What follows belongs to an exercise in optimizing a design on an open flow for small area; a production flow would make more cautious choices.
The RTL was checked by simulation tests, not by an equivalence proof against the original design.
No activity file was given, so power comes from the tool's default toggle rates.

==> design/flow/constraint.sdc <==
create_clock -name core_clock -period 6.0 [get_ports {clk}]
set_input_delay 1.2000 -clock core_clock [delete_from_list [all_inputs] [get_ports {clk}]]
set_output_delay 1.2000 -clock core_clock [all_outputs]
set_load 0.01 [all_outputs]
==> design/flow/run.sh <==
#!/bin/bash
# synth_recipe.tcl (not shown) runs the flow's synth.tcl, then flattens the netlist and writes it again
# the make line also repeats each setting of config.mk as NAME=value (left out here)
make -C /OpenROAD-flow-scripts/flow DESIGN_CONFIG=/design/flow/config.mk WORK_HOME=/design/flow/orfs CLKGATE_MAP_FILE= SYNTH_SCRIPT=/design/flow/synth_recipe.tcl finish
==> design/flow/design.v <==
module regfile #(
  parameter int DATA_W = 32,
  parameter int ADDR_W = 5,
  parameter int DEPTH  = 32
) (
  input  logic              clk,
  input  logic              rst,
  input  logic              we,
  input  logic [ADDR_W-1:0] waddr,
  input  logic [DATA_W-1:0] wdata,
  input  logic              re1,
  input  logic [ADDR_W-1:0] raddr1,
  output logic [DATA_W-1:0] rdata1,
  input  logic              re2,
  input  logic [ADDR_W-1:0] raddr2,
  output logic [DATA_W-1:0] rdata2
);
  logic [DEPTH-1:0][DATA_W-1:0] regs;
  logic wr_ok;
  logic hit1;
  logic hit2;
  assign wr_ok = we && (waddr != '0);
  assign hit1  = wr_ok && (waddr == raddr1);
  assign hit2  = wr_ok && (waddr == raddr2);
  always_ff @(posedge clk) begin
    if (rst) begin
      for (int i = 0; i < DEPTH; i++) begin
        regs[i] <= '0;
      end
    end else if (wr_ok) begin
      regs[waddr] <= wdata;
    end
  end
  always_comb begin
    rdata1 = '0;
    if (rst) begin
      rdata1 = '0;
    end else if (!re1) begin
      rdata1 = '0;
    end else if (raddr1 == '0) begin
      rdata1 = '0;
    end else if (hit1) begin
      rdata1 = wdata;
    end else begin
      rdata1 = regs[raddr1];
    end
  end
  always_comb begin
    rdata2 = '0;
    if (rst) begin
      rdata2 = '0;
    end else if (!re2) begin
      rdata2 = '0;
    end else if (raddr2 == '0) begin
      rdata2 = '0;
    end else if (hit2) begin
      rdata2 = wdata;
    end else begin
      rdata2 = regs[raddr2];
    end
  end
endmodule
==> design/flow/config.mk <==
export PLATFORM = sky130hd
export DESIGN_NAME = regfile
export DESIGN_NICKNAME = regfile
export VERILOG_FILES = /design/flow/design.v
export SDC_FILE = /design/flow/constraint.sdc
export NUM_CORES = 4
export LEC_CHECK = 0
export CAP_MARGIN = 20
export CORE_MARGIN = 2
export CORE_UTILIZATION = 40
export SLEW_MARGIN = 20
==> impl_results.md <==
* Status: no timing/DRC/antenna violations
* DRC violations left at 0
* Routed Antenna Nets at 0
* Critical path arrival at approximately 4600 ps
* Worst Hold Class: register to register
* I/O pins at approximately 120
* Synth-to-Final Area Change at 13.0%
* Mapped cell area at between 50000 and 60000 µm²
* Routability cong. at 0.883
* Full die area at about 140000 µm²
* Largest registers: regs (1024)
* Synth unique cells at 51
* Initial Util at between 40% and 50%
* Post-synth top area share at approximately two fifths
* Share of cells above drive strength 1 at a little under a fifth
* Final setup fails at 0
* Die Height at between 300 and 400 µm
* CP max stage delay at about 780 ps
* CTS tree: yes
* Largest Register: regs
* Crit share post-route at 96.5%
* Slew HR at 25.4%
* Hold_buf cts at 0
* Post-layout minimum cycle time at around 5800 ps
* Wirelength, routed at 200 mm
* Critical Path RT at roughly 4800 ps
* VDD IR max at around 0.22 mV
* Crit-path slowest cell: o311a_2
* Cell Rows at approximately 130
* H-tree Lvls at 3
* Buf+Inv Stages, Crit Path at 4
* DR WL/cell at 26.3 µm
* Latest clock arrival within the worst-skew pair at approximately 710 ps
* Worst-Margin Slew at 1120 ps
* Pwr dens at 254 nW/µm²
* DP HPWL at between 100 and 150 mm
* Number of CTS-inserted buffers at 107
* CTS sink count at between 1000 and 1500
* Seq cells post-synth at 1024
* Placed cell area at 56800 µm²
* Die width at between 300 and 400 µm
* Drt via density at 6.05
* Dpl cells at around 7400
* Clock root cell: clkbuf_16
* First-pass GRT wire length at 293 mm
* Post-CTS Repair Setup Buffers at 0
* CP Class: input pin to output port
* Number of DRC markers in iteration 0 at around 5900
* Avg Cell Area, Syn at approximately 9 µm²
* CP endpoint kind: output port
* Core ar. at 133000 µm²
* Register area share after synthesis at a little under two fifths
* Nets at 5801
* Final Non-Filler Cells at ~7600
* Post-synth EDFFs at 0
* Synth area leaders: dfxtp_1 (38%), mux4_2 (16%), nand2_1 (11%)
* Finished Cell Area at about 60000 µm²
* DR vias at 46000
* Final Hold Viols at 0
* Total GRT Usage at 28.5%
* Synth Warn # at 1
* Initial antenna violation count at 4
* DRT Pass-1 Iters at 8
* CTS Buffer Depth at 3
* Largest area contributor in the netlist: dfxtp_1
* Max Transition Viols Final at 0
* Clk pin slew, worst setup/hold paths at approximately 60 ps
* Max Cap Violations at 0
* Syn_nets at between 5000 and 6000
* Cell leakage power at 20.2 nW
* IO buf count at 115
* Top FF cell, synth: dfxtp_1
* Syn Inst Count at just under 6000
* Overflow after GRT at 0
* Clock Skews at 0 ps
* CP cell instances: clkdlybuf4s50_1 > inv_1 > ha_1 > nand2b_1 > nor2_1 > ha_1 > nand2b_1 > o311a_2 > buf_4 > o211ai_1 > nand3_1 > clkdlybuf4s50_1
* Max Freq at 173 MHz
* Worst-path fanout max at 26
* Synth async-reset ratio at 0%
* Crit start category: input pin
* CP delay by family, top: buffers and inverters
* Max reg flops at about 1000
* Final Power at between 15 and 20 mW
* Largest net degree at the start of global routing at 216
* Core Util, Final at between 40% and 50%
* Vias in the first global route at about 43000
cells in the final DEF (no fill, tap or decap), types with 64 or more instances in the layout:
cell             count
o21ai_0             96
nor3_1              66
mux4_2             384
dfxtp_1           1024
nand2_1           1570
a21oi_1            770
nor2b_1             97
o211ai_1            64
a211oi_1            96
mux2i_1            416
mux2_2             256
o22ai_1             64
buf_4              168
clkbuf_16          107
nor2_1             262
clkdlybuf4s50_1    105
synth_stat cells, drive strengths merged (2+ instances only):
library cell and number:
nor2b 98, xor2 3, nand3 48, buf 207
mux4 384, o22ai 64, o311a 2, o31ai 2
inv 4, ha 2, nor3b 2, nor3 89
nand2 1579, dfxtp 1024, mux2i 416, clkbuf 428
o211ai 64, xnor2 9, nand2b 8, a21oi 770
o21ai 97, nand4 2, or2 2, a211oi 96
nor2 271, mux2 256
metrics by stage:
stage	setup TNS [ps]	hold slack, ps	worst slack (ps)
2_1_floorplan	0	443	1430
3_3_place_gp	0	449	301
3_5_place_dp	0	457	211
4_1_cts	0	465	212
5_1_grt	-7.33	482	-6.49
6_report	0	464	208
layout make-up:
type                    instances  area, µm²
fillers                     12700      72600
multi-input cells            4281      30700
flip-flops and latches       1024      20500
repair buffers                329       3350
clock buffers                 153       3110
well taps                    1768       2210
clock inverters                44        531
inverters                       4       15.0
diodes                          4       10.0
what timing repair did:
item,in CTS,in global routing
setup endpoints to repair,0,4
hold endpoints to repair,0,0
gates resized for setup,0,1
metal layers:
metal / share of wire, % / global-route usage, % / vias to the layer above
met2: 44 / 43.1 / 2428
met1: 41 / 39.7 / 22800
li1: - / - / 20400
met5: 0.012 / 0 / -
met3: 11 / 5.55 / 433
met4: 4.2 / 11.6 / 4
where the power goes:
group          internal (mW)  switching, mW  total, mW
sequential              6.86         0.0430       6.90
clock                   4.03           2.97       7.00
combinational          0.478          0.964       1.44
cell families (layout without fill, tap and decap cells):
group,after synthesis,count (layout),share of synthesized area [%]
DFF,1024,1024,38.3
AOI/OAI and AO/OA,1101,1101,11.3
adders and majority gates,2,2,0.0467
buffers and inverters,639,530,4.90
xor gates and xnor gates,12,12,0.210
other,0,4,0
muxes,1056,1056,29.3
and+or+nand+nor,2110,2110,15.9
tightest hold or removal path, stage by stage (launching register included):
cell and delay, ps:
dfxtp_1 310, nand2_1 50, a21oi_1 50
final timing paths:
check / cells past startpoint / startpoint / end / slack, ps
min: 2 / regs[625] / regs[625] / 460
max: 12 / waddr[0] / rdata2[20] / 210
max reg2reg: 2 / regs[411] / regs[411] / 5300
min reg2reg: 2 / regs[625] / regs[625] / 460

-- afterwards: timing with drivers on the ports --
The flow's constraints put no driver on any port. The routed layout listed below was extracted and timed again, unchanged, in two steps. Step 1 (the two cells are an assumption about what drives the block):
set clk [get_ports {clk}]
set_driving_cell -lib_cell sky130_fd_sc_hd__clkbuf_16 $clk
set_driving_cell -lib_cell sky130_fd_sc_hd__buf_2 [delete_from_list [all_inputs] $clk]
Step 2 moves the port delays by t, midway between the first and last clock arrival at a register: inputs arrive t later, outputs are due t later. That takes back most of the time a late clock gives input paths. Slacks: ideal / step 1 / step 2; pairs: ideal / step 1.
t (ns): 0.801
setup WS [ns]: 0.208 / 0.185 / 0.185
hold WS [ns]: 0.464 / 0.464 / 0.464
worst setup path after step 2: input to output
worst register clock-pin slew, ns: 0.07 / 0.07
After both steps this run still meets setup and hold. For this run, drivers alone change the setup slack by -0.023 ns; drivers and shift together by -0.023 ns.
